What follows belongs to an exercise in optimizing a design on an open flow for small area, a short achievable clock period and few clock cycles; a production flow would make more cautious choices.
RTL that was checked went through simulation tests only; none was proved equivalent to the original.

## north
==> module plot_command_stream_parser_core, before the edit <==
module plot_command_stream_parser_core (
  input  logic                                  clk,
  input  logic                                  rst,
  input  logic                                  psel,
  input  logic                                  penable,
  input  logic                                  pwrite,
  input  logic [pcsp_pkg::PADDR_BITS-1:0]        paddr,
  input  logic [pcsp_pkg::PDATA_BITS-1:0]        pwdata,
  output logic [pcsp_pkg::PDATA_BITS-1:0]        prdata,
  output logic                                  pready,
  input  logic                                  in_valid,
  output logic                                  in_stall,
  input  logic [7:0]                            ch,
  output logic                                  out_valid,
  input  logic                                  out_stall,
  output logic [1:0]                            event_res,
  output logic [pcsp_pkg::COORD_BITS-1:0]        x_from,
  output logic [pcsp_pkg::COORD_BITS-1:0]        y_from,
  output logic [pcsp_pkg::COORD_BITS-1:0]        x_to,
  output logic [pcsp_pkg::COORD_BITS-1:0]        y_to,
  output logic [6:0]                            code_number
);
  pcsp_pkg::pcsp_cfg_t cfg;
  logic       blocked, go, emit, seg, seg_n;
  logic [6:0] dval;
  logic [pcsp_pkg::COORD_BITS-1:0] pos_x_n, pos_y_n, prev_x_n, prev_y_n;
  pcsp_cfg u_cfg (
    .clk     (clk),
    .rst     (rst),
    .psel    (psel),
    .penable (penable),
    .pwrite  (pwrite),
    .paddr   (paddr),
    .pwdata  (pwdata),
    .prdata  (prdata),
    .pready  (pready),
    .cfg     (cfg)
  );
  assign in_stall = blocked;
  logic       a_valid;
  logic [7:0] a_ch;
  assign a_valid = in_valid;
  assign a_ch    = ch;
  logic       b_valid, b_axis;
  logic [3:0] b_cc, a_cc;
  logic       a_digit;
  logic [pcsp_pkg::TERM_BITS-1:0] b_term, a_term;
  logic       last_y;
  logic [3:0] last_dig;
  logic       a_cr;
  assign a_cr  = (a_ch == CH_CR);
  assign a_digit = (a_ch >= CH_0) && (a_ch <= CH_9);
  assign a_cc    = a_digit          ? a_ch[3:0] :
                   (a_ch == CH_LF)  ? C_LF  :
                   (a_ch == CH_X)   ? C_X   :
                   (a_ch == CH_Y)   ? C_Y   :
                   (a_ch == CH_D)   ? C_D   :
                   (a_ch == CH_PCT) ? C_PCT : C_OTHER;
  pcsp_scale u_scale (
    .dig        (a_ch[3:0]),
    .lo         (last_dig),
    .decimals   (last_y ? cfg.y_decimals : cfg.x_decimals),
    .inch_units (cfg.inch_units),
    .term       (a_term)
  );
  always_ff @(posedge clk) begin
    if (rst) begin
      b_valid  <= 1'b0;
      last_y   <= 1'b0;
      last_dig <= '0;
    end else if (!blocked) begin
      b_valid <= a_valid && !a_cr;
      if (a_valid && (a_cc == C_X || a_cc == C_Y)) begin
        last_y   <= (a_cc == C_Y);
        last_dig <= '0;
      end else if (a_valid && a_digit) begin
        last_dig <= a_ch[3:0];
      end
    end
  end
  always_ff @(posedge clk) begin
    if (!blocked) begin
      b_cc   <= a_cc;
      b_term <= a_term;
      b_axis <= last_y;
    end
  end
  assign go = b_valid && !blocked;
  pcsp_parse u_parse (
    .clk      (clk),
    .rst      (rst),
    .go       (go),
    .cc       (b_cc),
    .term     (b_term),
    .axis_y   (b_axis),
    .cfg      (cfg),
    .emit     (emit),
    .seg      (seg),
    .dval     (dval),
    .pos_x_n  (pos_x_n),
    .pos_y_n  (pos_y_n),
    .prev_x_n (prev_x_n),
    .prev_y_n (prev_y_n)
  );
  pcsp_obuf u_obuf (
    .clk       (clk),
    .rst       (rst),
    .emit      (emit),
    .seg       (seg),
    .blocked   (blocked),
    .out_valid (out_valid),
    .out_stall (out_stall),
    .seg_n     (seg_n)
  );
  assign code_number = dval;
  assign event_res   = !seg_n ? EV_SEGMENT : (dval >= 7'd10) ? EV_APERTURE : EV_UNKNOWN;
  assign x_from = ~(prev_x_n | {pcsp_pkg::COORD_BITS{seg_n}});
  assign y_from = ~(prev_y_n | {pcsp_pkg::COORD_BITS{seg_n}});
  assign x_to   = ~(pos_x_n  | {pcsp_pkg::COORD_BITS{seg_n}});
  assign y_to   = ~(pos_y_n  | {pcsp_pkg::COORD_BITS{seg_n}});
endmodule
export LEC_CHECK = 0
export ABC_AREA = 1
export CAP_MARGIN = 20
export CORE_MARGIN = 2
export CORE_UTILIZATION = 55
export CTS_BUF_LIST = sky130_fd_sc_hd__clkbuf_8
export CTS_CLUSTER_DIAMETER = 45
export CTS_CLUSTER_SIZE = 20
export SLEW_MARGIN = 20
create_clock -name core_clock -period 11.0 [get_ports {clk}]
standard.sh (not shown) runs the stock make flow with config.mk's settings and CLKGATE_MAP_FILE= SYNTH_SCRIPT=/design/flow/synth_recipe.tcl, a recipe that flattens the netlist after the stock synthesis.
==> flow/flow/run.sh <==
#!/bin/bash
# The standard layout (standard.sh: the standard synthesis, floorplan, placement,
# CTS, routing) with two settings it does not expose: the port buffers are the
# smallest plain buffer, and timing repair aims at a setup slack of
# SETUP_SLACK_MARGIN ns at the design's clock period. make's output goes to
# flow_make.log; each ORFS step keeps its own log under orfs/logs.
set -euo pipefail
export SETUP_SLACK_MARGIN=6.0
export BUFFER_PORTS_ARGS="-buffer_cell sky130_fd_sc_hd__buf_1"
bash standard.sh > flow_make.log 2>&1
Relative to north, the following input files were edited for south:
--- a/flow/design.v
+++ b/flow/design.v
@@ -436,10 +436,20 @@
   );
   assign in_stall = blocked;
   logic       a_valid;
   logic [7:0] a_ch;
-  assign a_valid = in_valid;
-  assign a_ch    = ch;
+  always_ff @(posedge clk) begin
+    if (rst) begin
+      a_valid <= 1'b0;
+    end else if (!blocked) begin
+      a_valid <= in_valid;
+    end
+  end
+  always_ff @(posedge clk) begin
+    if (!blocked) begin
+      a_ch <= ch;
+    end
+  end
   logic       b_valid, b_axis;
   logic [3:0] b_cc, a_cc;
   logic       a_digit;
   logic [pcsp_pkg::TERM_BITS-1:0] b_term, a_term;
==> comparison <==
- Placed wire-length estimate after detailed placement delta (north -> south): insignificant
- When the final numbers for north and south were put side by side, the maximum net fanout on the critical path turned out to be smaller in north.
- On mapped cell area: south sits above north.
- Per the comparison of south with north, slew at the pin closest to its max-slew limit down 0.015 ns, initial core utilization grew by 0.48 points.
- Between north and south, placed cell count decreased.
- Going from north to south, non-clock buffer count saw a decrease; wire length of the first global-routing pass saw a decrease.
Testbench counts of south, summed over its fixed seeds: cycles 24,064.
The RTL of north was laid out without a check of its function.

[separate check: timing with driven ports]
The flow's constraints put no driver on any port. The routed layouts listed below were extracted and timed again, unchanged, in two steps.
Step 1 (the two cells are an assumption about what drives the block):
set clk [get_ports {clk}]
set_driving_cell -lib_cell sky130_fd_sc_hd__clkbuf_16 $clk
set_driving_cell -lib_cell sky130_fd_sc_hd__buf_2 [delete_from_list [all_inputs] $clk]
Step 2 times the ports against the registers' clock, not the clock port: input delays grow and output delays shrink by t, the midpoint of the rising clock arrivals with the driver on.
Three values: ideal ports, drivers, drivers and shift; two values: the first two.
run	shift t [ns]	setup WS [ns]	latest minus earliest clock arrival (ns)	slew at the worst register clock pin (ns)	worst slew at a driven data input, ns
north	0.669	5.915 / 5.834 / 5.401	0.057 / 0.058	0.10 / 0.10	0.09
south	0.651	5.999 / 5.922 / 5.807	0.032 / 0.031	0.10 / 0.10	0.09
After both steps setup and hold are still met in every run listed. For north, which loses most, drivers alone change the setup slack by -0.081 ns; drivers and shift together by -0.514 ns.
